Background: an optimization exercise with open tools, aiming at small area, a short achievable clock period and few clock cycles. Do not read the settings as production practice. The RTL was checked by simulation tests, not by an equivalence proof against the original design.

==> run F <==
==> flow/design.v <==
package slim_pkg;
  localparam int unsigned ListDepth = 32;
  localparam logic [1:0] REQ_INSERT_A = 2'd0;
  localparam logic [1:0] REQ_INSERT_B = 2'd1;
  localparam logic [1:0] REQ_MERGE    = 2'd2;
  localparam logic [1:0] STATUS_INSERTED = 2'd0;
  localparam logic [1:0] STATUS_FULL     = 2'd1;
  localparam logic [1:0] STATUS_MERGED   = 2'd2;
  localparam logic [1:0] STATUS_EMPTY    = 2'd3;
  localparam logic SOURCE_A = 1'b0;
  localparam logic SOURCE_B = 1'b1;
  typedef struct packed {
    logic [1:0]         req_type;
    logic signed [31:0] value;
  } slim_in_t;
  typedef struct packed {
    logic signed [31:0] value_out;
    logic               source;
    logic [1:0]         status;
    logic               last;
  } slim_out_t;
  typedef struct packed {
    logic               ins;
    logic               pop;
    logic signed [31:0] value;
  } slim_cmd_t;
  typedef struct packed {
    logic signed [31:0] data;
    logic               valid;
    logic               gt;
  } slim_link_t;
endpackage
module slim_list (
  input  logic [31:0] a,
  input  logic [31:0] b,
  output logic        gt
);
  logic [31:0] ua, ub;
  logic [31:0] g1, l1;
  logic [15:0] g2, l2;
  logic [7:0]  g3, l3;
  logic [3:0]  g4, l4;
  logic [1:0]  g5, l5;
  always_comb begin
    ua = {~a[31], a[30:0]};
    ub = {~b[31], b[30:0]};
    g1 = ua & ~ub;
    l1 = ~ua & ub;
    for (int k = 0; k < 16; k++) begin
      g2[k] = g1[2*k+1] | (!l1[2*k+1] & g1[2*k]);
      l2[k] = l1[2*k+1] | (!g1[2*k+1] & l1[2*k]);
    end
    for (int k = 0; k < 8; k++) begin
      g3[k] = g2[2*k+1] | (!l2[2*k+1] & g2[2*k]);
      l3[k] = l2[2*k+1] | (!g2[2*k+1] & l2[2*k]);
    end
    for (int k = 0; k < 4; k++) begin
      g4[k] = g3[2*k+1] | (!l3[2*k+1] & g3[2*k]);
      l4[k] = l3[2*k+1] | (!g3[2*k+1] & l3[2*k]);
    end
    for (int k = 0; k < 2; k++) begin
      g5[k] = g4[2*k+1] | (!l4[2*k+1] & g4[2*k]);
      l5[k] = l4[2*k+1] | (!g4[2*k+1] & l4[2*k]);
    end
    gt = g5[1] | (!l5[1] & g5[0]);
  end
endmodule
module sorted_list_insert_merge_unit (
  input  logic                clk,
  input  logic                rst_n,
  input  logic                in_valid,
  output logic                in_ready,
  input  slim_pkg::slim_in_t  in_data,
  output logic                out_valid,
  input  logic                out_ready,
  output slim_pkg::slim_out_t out_data
);
  localparam int unsigned N = slim_pkg::ListDepth;
  function automatic logic sgt(input logic [31:0] a, input logic [31:0] b);
    logic [31:0] g1, l1;
    logic [15:0] g2, l2;
    logic [7:0]  g3, l3;
    logic [3:0]  g4, l4;
    logic [1:0]  g5, l5;
    logic [31:0] ua, ub;
    ua = {~a[31], a[30:0]};
    ub = {~b[31], b[30:0]};
    g1 = ua & ~ub;
    l1 = ~ua & ub;
    for (int k = 0; k < 16; k++) begin
      g2[k] = g1[2*k+1] | (!l1[2*k+1] & g1[2*k]);
      l2[k] = l1[2*k+1] | (!g1[2*k+1] & l1[2*k]);
    end
    for (int k = 0; k < 8; k++) begin
      g3[k] = g2[2*k+1] | (!l2[2*k+1] & g2[2*k]);
      l3[k] = l2[2*k+1] | (!g2[2*k+1] & l2[2*k]);
    end
    for (int k = 0; k < 4; k++) begin
      g4[k] = g3[2*k+1] | (!l3[2*k+1] & g3[2*k]);
      l4[k] = l3[2*k+1] | (!g3[2*k+1] & l3[2*k]);
    end
    for (int k = 0; k < 2; k++) begin
      g5[k] = g4[2*k+1] | (!l4[2*k+1] & g4[2*k]);
      l5[k] = l4[2*k+1] | (!g4[2*k+1] & l4[2*k]);
    end
    sgt = g5[1] | (!l5[1] & g5[0]);
  endfunction
  function automatic logic p_adv_f(input logic pv, input logic [1:0] pt, input logic sv,
                                   input logic empty, input logic last);
    p_adv_f = !pv || (pt == 2'd3) ||
              (!sv && (pt != slim_pkg::REQ_MERGE || empty || last));
  endfunction
  logic [31:0] da_r [N];
  logic [31:0] db_r [N];
  logic [5:0]   cnt_a_r, cnt_b_r;    
  logic [N-1:0] va_r, vb_r;          
  logic [63:0] mask_a, mask_b;
  assign mask_a = {64{1'b1}} << cnt_a_r;
  assign mask_b = {64{1'b1}} << cnt_b_r;
  assign va_r   = ~mask_a[N-1:0];
  assign vb_r   = ~mask_b[N-1:0];
  logic        p_v_r;
  logic [1:0]  p_t_r;
  logic [31:0] p_val_r;
  logic [N-1:0] p_u_r;
  logic        o_v_r, s_v_r;
  slim_pkg::slim_out_t o_d_r, s_d_r;
  logic        in_ready_r;
  logic main_free, can_push, p_ins, p_full, ins_a, ins_b, merge_go, take_a, last;
  logic pop_a, pop_b, push, p_adv, empty;
  slim_pkg::slim_out_t push_d;
  assign main_free = !o_v_r || out_ready;
  assign can_push  = !s_v_r;
  assign p_ins     = !p_t_r[1];
  assign p_full    = p_t_r[0] ? cnt_b_r[5] : cnt_a_r[5];
  assign ins_a     = p_v_r && (p_t_r == slim_pkg::REQ_INSERT_A) && !cnt_a_r[5] && can_push;
  assign ins_b     = p_v_r && (p_t_r == slim_pkg::REQ_INSERT_B) && !cnt_b_r[5] && can_push;
  assign empty     = !va_r[0] && !vb_r[0];
  logic take_a_r;
  assign take_a    = take_a_r;
  assign last      = (va_r[0] ^ vb_r[0]) && !va_r[1] && !vb_r[1];   
  assign merge_go  = p_v_r && (p_t_r == slim_pkg::REQ_MERGE) && !empty && can_push;
  assign pop_a     = merge_go && take_a;
  assign pop_b     = merge_go && !take_a;
  assign push      = p_v_r && (p_t_r != 2'd3) && can_push;
  assign p_adv     = p_adv_f(p_v_r, p_t_r, s_v_r, empty, last);
  always_comb begin
    push_d.value_out = '0;
    push_d.source    = slim_pkg::SOURCE_A;
    push_d.last      = 1'b1;
    if (p_ins) begin
      push_d.status = p_full ? slim_pkg::STATUS_FULL : slim_pkg::STATUS_INSERTED;
    end else if (!empty) begin
      push_d.value_out = take_a ? da_r[0] : db_r[0];
      push_d.source    = take_a ? slim_pkg::SOURCE_A : slim_pkg::SOURCE_B;
      push_d.status    = slim_pkg::STATUS_MERGED;
      push_d.last      = last;
    end else begin
      push_d.status = slim_pkg::STATUS_EMPTY;
    end
  end
  logic [N-1:0] sa_p, sa_v, sa_n, sa_h, sb_p, sb_v, sb_n, sb_h;
  always_comb begin
    for (int i = 0; i < N; i++) begin
      logic up, uc;
      up = (i == 0) ? 1'b0 : p_u_r[i-1];
      uc = p_u_r[i];
      sa_p[i] = ins_a && up;
      sa_v[i] = ins_a && uc && !up;
      sa_n[i] = pop_a;
      sa_h[i] = !(sa_p[i] || sa_v[i] || sa_n[i]);
      sb_p[i] = ins_b && up;
      sb_v[i] = ins_b && uc && !up;
      sb_n[i] = pop_b;
      sb_h[i] = !(sb_p[i] || sb_v[i] || sb_n[i]);
    end
  end
  always_ff @(posedge clk) begin
    for (int i = 0; i < N; i++) begin
      if (sa_p[i])      da_r[i] <= da_r[i-1];
      else if (sa_v[i]) da_r[i] <= p_val_r;
      else if (sa_n[i]) da_r[i] <= (i == N - 1) ? da_r[i] : da_r[i+1];
      if (sb_p[i])      db_r[i] <= db_r[i-1];
      else if (sb_v[i]) db_r[i] <= p_val_r;
      else if (sb_n[i]) db_r[i] <= (i == N - 1) ? db_r[i] : db_r[i+1];
    end
  end
  logic [5:0] cnt_a_nxt, cnt_b_nxt;
  assign cnt_a_nxt = cnt_a_r + {5'd0, ins_a} - {5'd0, pop_a};
  assign cnt_b_nxt = cnt_b_r + {5'd0, ins_b} - {5'd0, pop_b};
  logic take_a_nxt, gt_pb0, gt_a0p, gt_a1b0, gt_a0b1;
  slim_list u_gt_pb0  (.a(p_val_r),  .b(db_r[0]),  .gt(gt_pb0));
  slim_list u_gt_a0p  (.a(da_r[0]),  .b(p_val_r),  .gt(gt_a0p));
  slim_list u_gt_a1b0 (.a(da_r[1]),  .b(db_r[0]),  .gt(gt_a1b0));
  slim_list u_gt_a0b1 (.a(da_r[0]),  .b(db_r[1]),  .gt(gt_a0b1));
  always_comb begin
    if (ins_a && sa_v[0])      take_a_nxt = !vb_r[0] || !gt_pb0;
    else if (ins_b && sb_v[0]) take_a_nxt = va_r[0] && !gt_a0p;
    else if (pop_a)            take_a_nxt = va_r[1] && (!vb_r[0] || !gt_a1b0);
    else if (pop_b)            take_a_nxt = va_r[0] && (!vb_r[1] || !gt_a0b1);
    else                       take_a_nxt = take_a_r;
  end
  logic [6:0] tot_r, tot_nxt;
  assign tot_nxt = tot_r + {6'd0, ins_a || ins_b} - {6'd0, merge_go};
  always_ff @(posedge clk) begin
    if (!rst_n) begin
      cnt_a_r <= '0;
      cnt_b_r <= '0;
      tot_r   <= '0;
      take_a_r <= 1'b0;
    end else begin
      take_a_r <= take_a_nxt;
      cnt_a_r <= cnt_a_nxt;
      cnt_b_r <= cnt_b_nxt;
      tot_r   <= tot_nxt;
    end
  end
  logic [N:0]   uq;       
  logic         u_new;    
  logic [N-1:0] u_nxt;    
  always_comb begin
    for (int i = 0; i < N; i++) begin
      logic [31:0] x;
      logic        vx;
      x     = in_data.req_type[0] ? db_r[i] : da_r[i];
      vx    = in_data.req_type[0] ? vb_r[i] : va_r[i];
      uq[i] = !vx || sgt(x, in_data.value);
    end
    uq[N] = 1'b1;
    u_new = sgt(p_val_r, in_data.value);
    for (int i = 0; i < N; i++) begin
      logic sp, sv, sn, sh, up;
      sp = in_data.req_type[0] ? sb_p[i] : sa_p[i];
      sv = in_data.req_type[0] ? sb_v[i] : sa_v[i];
      sn = in_data.req_type[0] ? sb_n[i] : sa_n[i];
      sh = in_data.req_type[0] ? sb_h[i] : sa_h[i];
      up = (i == 0) ? 1'b0 : uq[i-1];
      u_nxt[i] = (sp & up) | (sv & u_new) | (sn & uq[i+1]) | (sh & uq[i]);
    end
  end
  logic       p_v_nxt, s_v_nxt, empty_nxt, last_nxt;
  logic [1:0] p_t_nxt;
  assign p_v_nxt    = in_ready_r ? in_valid : p_v_r;
  assign p_t_nxt    = in_ready_r ? in_data.req_type : p_t_r;
  assign s_v_nxt    = !main_free && (s_v_r || push);
  logic tot_is0, tot_is1, tot_is2, ins_any;
  assign tot_is0   = tot_r == 7'd0;
  assign tot_is1   = tot_r == 7'd1;
  assign tot_is2   = tot_r == 7'd2;
  assign ins_any   = ins_a || ins_b;
  assign empty_nxt = ins_any ? 1'b0    : merge_go ? tot_is1 : tot_is0;
  assign last_nxt  = ins_any ? tot_is0 : merge_go ? tot_is2 : tot_is1;
  always_ff @(posedge clk) begin
    if (!rst_n) begin
      p_v_r      <= 1'b0;
      in_ready_r <= 1'b1;
    end else begin
      p_v_r      <= p_v_nxt;
      in_ready_r <= p_adv_f(p_v_nxt, p_t_nxt, s_v_nxt, empty_nxt, last_nxt);
    end
  end
  assign in_ready = in_ready_r;
  always_ff @(posedge clk) begin
    if (in_ready_r) begin
      p_t_r   <= in_data.req_type;
      p_val_r <= in_data.value;
      p_u_r   <= u_nxt;
    end
  end
  always_ff @(posedge clk) begin
    if (!rst_n) begin
      o_v_r <= 1'b0;
      s_v_r <= 1'b0;
    end else if (main_free) begin
      o_v_r <= s_v_r || push;
      s_v_r <= 1'b0;
    end else if (push) begin
      s_v_r <= 1'b1;
    end
  end
  always_ff @(posedge clk) begin
    if (!rst_n) begin
      o_d_r <= '0;
    end else if (main_free) begin
      o_d_r <= s_v_r ? s_d_r : push_d;
    end
  end
  always_ff @(posedge clk) begin
    if (!main_free && push) begin
      s_d_r <= push_d;
    end
  end
  assign out_valid = o_v_r;
  assign out_data  = o_d_r;
endmodule
module slim_top (
  input  logic        clk,
  input  logic        rst_n,
  input  logic        in_valid,
  output logic        in_ready,
  input  logic [1:0]  in_req_type,
  input  logic [31:0] in_value,
  output logic        out_valid,
  input  logic        out_ready,
  output logic [31:0] out_value,
  output logic        out_source,
  output logic [1:0]  out_status,
  output logic        out_last
);
  slim_pkg::slim_in_t  in_data;
  slim_pkg::slim_out_t out_data;
  assign in_data.req_type = in_req_type;
  assign in_data.value    = in_value;
  sorted_list_insert_merge_unit u_unit (
    .clk       (clk),
    .rst_n     (rst_n),
    .in_valid  (in_valid),
    .in_ready  (in_ready),
    .in_data   (in_data),
    .out_valid (out_valid),
    .out_ready (out_ready),
    .out_data  (out_data)
  );
  assign out_value  = out_data.value_out;
  assign out_source = out_data.source;
  assign out_status = out_data.status;
  assign out_last   = out_data.last;
endmodule
==> flow/run.sh <==
#!/bin/bash
# synth_recipe.tcl (not shown) runs the flow's synth.tcl, then flattens the netlist and writes it again
# the make line also repeats each setting of config.mk as NAME=value (left out here)
make -C /OpenROAD-flow-scripts/flow DESIGN_CONFIG=/design/flow/config.mk WORK_HOME=/design/flow/orfs CLKGATE_MAP_FILE= SYNTH_SCRIPT=/design/flow/synth_recipe.tcl finish
==> flow/config.mk <==
export PLATFORM = sky130hd
export DESIGN_NAME = slim_top
export DESIGN_NICKNAME = slim_top
export VERILOG_FILES = /design/flow/design.v
export SDC_FILE = /design/flow/constraint.sdc
export NUM_CORES = 4
export LEC_CHECK = 0
export CAP_MARGIN = 20
export CELL_PAD_IN_SITES_DETAIL_PLACEMENT = 2
export CELL_PAD_IN_SITES_GLOBAL_PLACEMENT = 2
export CORE_MARGIN = 2
export CORE_UTILIZATION = 30
export PLACE_DENSITY = 0.4
export SETUP_SLACK_MARGIN = 1.5
export SLEW_MARGIN = 20
==> flow/constraint.sdc <==
create_clock -name core_clock -period 5.0 [get_ports {clk}]
set_input_delay 1.0000 -clock core_clock [delete_from_list [all_inputs] [get_ports {clk}]]
set_output_delay 1.0000 -clock core_clock [all_outputs]
set_load 0.01 [all_outputs]
==> run G: changes against run F <==
--- a/flow/design.v
+++ b/flow/design.v
@@ -137,6 +137,7 @@
   assign ins_b     = p_v_r && (p_t_r == slim_pkg::REQ_INSERT_B) && !cnt_b_r[5] && can_push;
-  assign empty     = !va_r[0] && !vb_r[0];
+  logic empty_r, last_r;
+  assign empty     = empty_r;
   logic take_a_r;
   assign take_a    = take_a_r;
-  assign last      = (va_r[0] ^ vb_r[0]) && !va_r[1] && !vb_r[1];   
+  assign last      = last_r;
   assign merge_go  = p_v_r && (p_t_r == slim_pkg::REQ_MERGE) && !empty && can_push;
@@ -177,10 +178,21 @@
   end
+  logic [31:0]  da_nxt [N];
+  logic [31:0]  db_nxt [N];
+  always_comb begin
+    for (int i = 0; i < N; i++) begin
+      logic [31:0] ap, an, bp, bn;
+      ap  = (i == 0) ? 32'd0 : da_r[i-1];
+      an  = (i == N - 1) ? 32'd0 : da_r[i+1];
+      bp  = (i == 0) ? 32'd0 : db_r[i-1];
+      bn  = (i == N - 1) ? 32'd0 : db_r[i+1];
+      da_nxt[i] = ({32{sa_h[i]}} & da_r[i]) | ({32{sa_p[i]}} & ap) |
+                  ({32{sa_v[i]}} & p_val_r) | ({32{sa_n[i]}} & an);
+      db_nxt[i] = ({32{sb_h[i]}} & db_r[i]) | ({32{sb_p[i]}} & bp) |
+                  ({32{sb_v[i]}} & p_val_r) | ({32{sb_n[i]}} & bn);
+    end
+  end
   always_ff @(posedge clk) begin
     for (int i = 0; i < N; i++) begin
-      if (sa_p[i])      da_r[i] <= da_r[i-1];
-      else if (sa_v[i]) da_r[i] <= p_val_r;
-      else if (sa_n[i]) da_r[i] <= (i == N - 1) ? da_r[i] : da_r[i+1];
-      if (sb_p[i])      db_r[i] <= db_r[i-1];
-      else if (sb_v[i]) db_r[i] <= p_val_r;
-      else if (sb_n[i]) db_r[i] <= (i == N - 1) ? db_r[i] : db_r[i+1];
+      da_r[i] <= da_nxt[i];
+      db_r[i] <= db_nxt[i];
     end
@@ -256,2 +268,4 @@
       in_ready_r <= 1'b1;
+      empty_r    <= 1'b1;
+      last_r     <= 1'b0;
     end else begin
@@ -259,2 +273,4 @@
       in_ready_r <= p_adv_f(p_v_nxt, p_t_nxt, s_v_nxt, empty_nxt, last_nxt);
+      empty_r    <= empty_nxt;
+      last_r     <= last_nxt;
     end
--- a/flow/config.mk
+++ b/flow/config.mk
@@ -13,3 +13,3 @@
 export PLACE_DENSITY = 0.4
-export SETUP_SLACK_MARGIN = 1.5
+export SETUP_SLACK_MARGIN = 1.8
 export SLEW_MARGIN = 20
==> run A: changes against run F <==
--- a/flow/design.v
+++ b/flow/design.v
@@ -177,10 +177,21 @@
   end
+  logic [31:0]  da_nxt [N];
+  logic [31:0]  db_nxt [N];
+  always_comb begin
+    for (int i = 0; i < N; i++) begin
+      logic [31:0] ap, an, bp, bn;
+      ap  = (i == 0) ? 32'd0 : da_r[i-1];
+      an  = (i == N - 1) ? 32'd0 : da_r[i+1];
+      bp  = (i == 0) ? 32'd0 : db_r[i-1];
+      bn  = (i == N - 1) ? 32'd0 : db_r[i+1];
+      da_nxt[i] = ({32{sa_h[i]}} & da_r[i]) | ({32{sa_p[i]}} & ap) |
+                  ({32{sa_v[i]}} & p_val_r) | ({32{sa_n[i]}} & an);
+      db_nxt[i] = ({32{sb_h[i]}} & db_r[i]) | ({32{sb_p[i]}} & bp) |
+                  ({32{sb_v[i]}} & p_val_r) | ({32{sb_n[i]}} & bn);
+    end
+  end
   always_ff @(posedge clk) begin
     for (int i = 0; i < N; i++) begin
-      if (sa_p[i])      da_r[i] <= da_r[i-1];
-      else if (sa_v[i]) da_r[i] <= p_val_r;
-      else if (sa_n[i]) da_r[i] <= (i == N - 1) ? da_r[i] : da_r[i+1];
-      if (sb_p[i])      db_r[i] <= db_r[i-1];
-      else if (sb_v[i]) db_r[i] <= p_val_r;
-      else if (sb_n[i]) db_r[i] <= (i == N - 1) ? db_r[i] : db_r[i+1];
+      da_r[i] <= da_nxt[i];
+      db_r[i] <= db_nxt[i];
     end
--- a/flow/config.mk
+++ b/flow/config.mk
@@ -13,3 +13,3 @@
 export PLACE_DENSITY = 0.4
-export SETUP_SLACK_MARGIN = 1.5
+export SETUP_SLACK_MARGIN = 1.8
 export SLEW_MARGIN = 20
==> impl_metrics.json <==
{
  "die_x_um": 656,
  "path_cells": "nor3_4 -> nand2_2 -> buf_12 -> clkinvlp_4 -> ha_4 -> nand2b_4 -> or3_4 -> buf_6 -> nor2_4 -> buf_12 -> buf_16 -> buf_12 -> buf_16 -> buf_6 -> buf_12 -> nor3_4 -> buf_12 -> mux2i_4 -> o32ai_2 -> a211o_1",
  "worst_slew_pin_slew_ns": 1.33,
  "m1WireLength_um": 395000,
  "grt_pass1_wl_um": 1210000,
  "status": "no timing/DRC/antenna violations",
  "worst_slack_ns": 1.25,
  "cp.depth": 20,
  "synth_cells": 13584,
  "gp_congestion": 0.893,
  "yosysSeqAreaShare_pct": 35.5
}
-- figures above: run A

==> impl_metrics.json <==
{
  "path_cells": "buf_16 -> buf_16 -> buf_12 -> buf_4 -> mux2i_1 -> o22ai_1 -> o31ai_1 -> maj3_1 -> o21ai_1 -> and3_1 -> o21ai_1 -> a21oi_1 -> nand2_1 -> o221ai_2",
  "synth_cells": 15478,
  "m1WireLength_um": 363000,
  "gp_congestion": 0.914,
  "die_x_um": 650,
  "cp.depth": 14,
  "yosysSeqAreaShare_pct": 36.1,
  "status": "no timing/DRC/antenna violations",
  "worst_slew_pin_slew_ns": 1.24,
  "grt_pass1_wl_um": 1190000,
  "worst_slack_ns": 1.24
}
-- figures above: run G

==> impl_metrics.json <==
{
  "grt_pass1_wl_um": 1270000,
  "cts_sinks": 2210,
  "status": "no timing/DRC/antenna violations",
  "cp.depth": 18,
  "worst_slack_ns": 1.36,
  "gp_congestion": 0.908,
  "m1WireLength_um": 417000,
  "worst_slew_pin_slew_ns": 1.29,
  "yosysSeqAreaShare_pct": 45.5,
  "synth_cells": 15696,
  "path_cells": "nor2_4 -> nand2_4 -> or4_4 -> inv_4 -> ha_4 -> nand2b_4 -> or3_4 -> inv_8 -> nand2b_4 -> clkinvlp_4 -> ha_4 -> inv_2 -> ha_4 -> fa_2 -> a21oi_2 -> nor2_1 -> or3_1 -> a21oi_2"
}
-- figures above: run F

Testbench counts of run F, summed over its fixed seeds: cycles 20,704.
Testbench counts of run G, summed over its fixed seeds: cycles 20,704.
Testbench counts of run A, summed over its fixed seeds: cycles 20,704.

-- port drivers added, routing unchanged --
The results above use ideal ports. As a check the final layouts listed here were re-extracted and re-timed, cells and wires unchanged.
Step 1: set_driving_cell puts a clkbuf_16 on clk and a buf_2 on each other input, an assumption about the parent block.
Step 2 adds t to the input delays and takes it off the output delays; t is the mean of the earliest and latest rising clock arrival at the registers after step 1. Input paths then give back, and output paths get back, about the clock's delay inside the block.
Three values: no drivers, after step 1, after step 2; two values: the first two.
| run | shift t [ns] | slack for setup (ns) | hold slack, ns | clock arrival spread, ns |
|---|---|---|---|---|
| run F | 1.104 | 1.362 / 1.205 / 0.101 | 0.281 / 0.183 / 0.499 | 0.072 / 0.072 |
| run G | 1.088 | 1.238 / 1.074 / -0.014 | 0.364 / 0.274 / 0.489 | 0.054 / 0.054 |
| run A | 1.092 | 1.253 / 1.006 / -0.086 | 0.476 / 0.379 / 0.496 | 0.044 / 0.044 |
Met with ideal ports but missed after step 2: setup timing in run G and run A. The setup slack of run A, which loses most, moves by -0.247 ns with the drivers and by -1.339 ns with both steps.
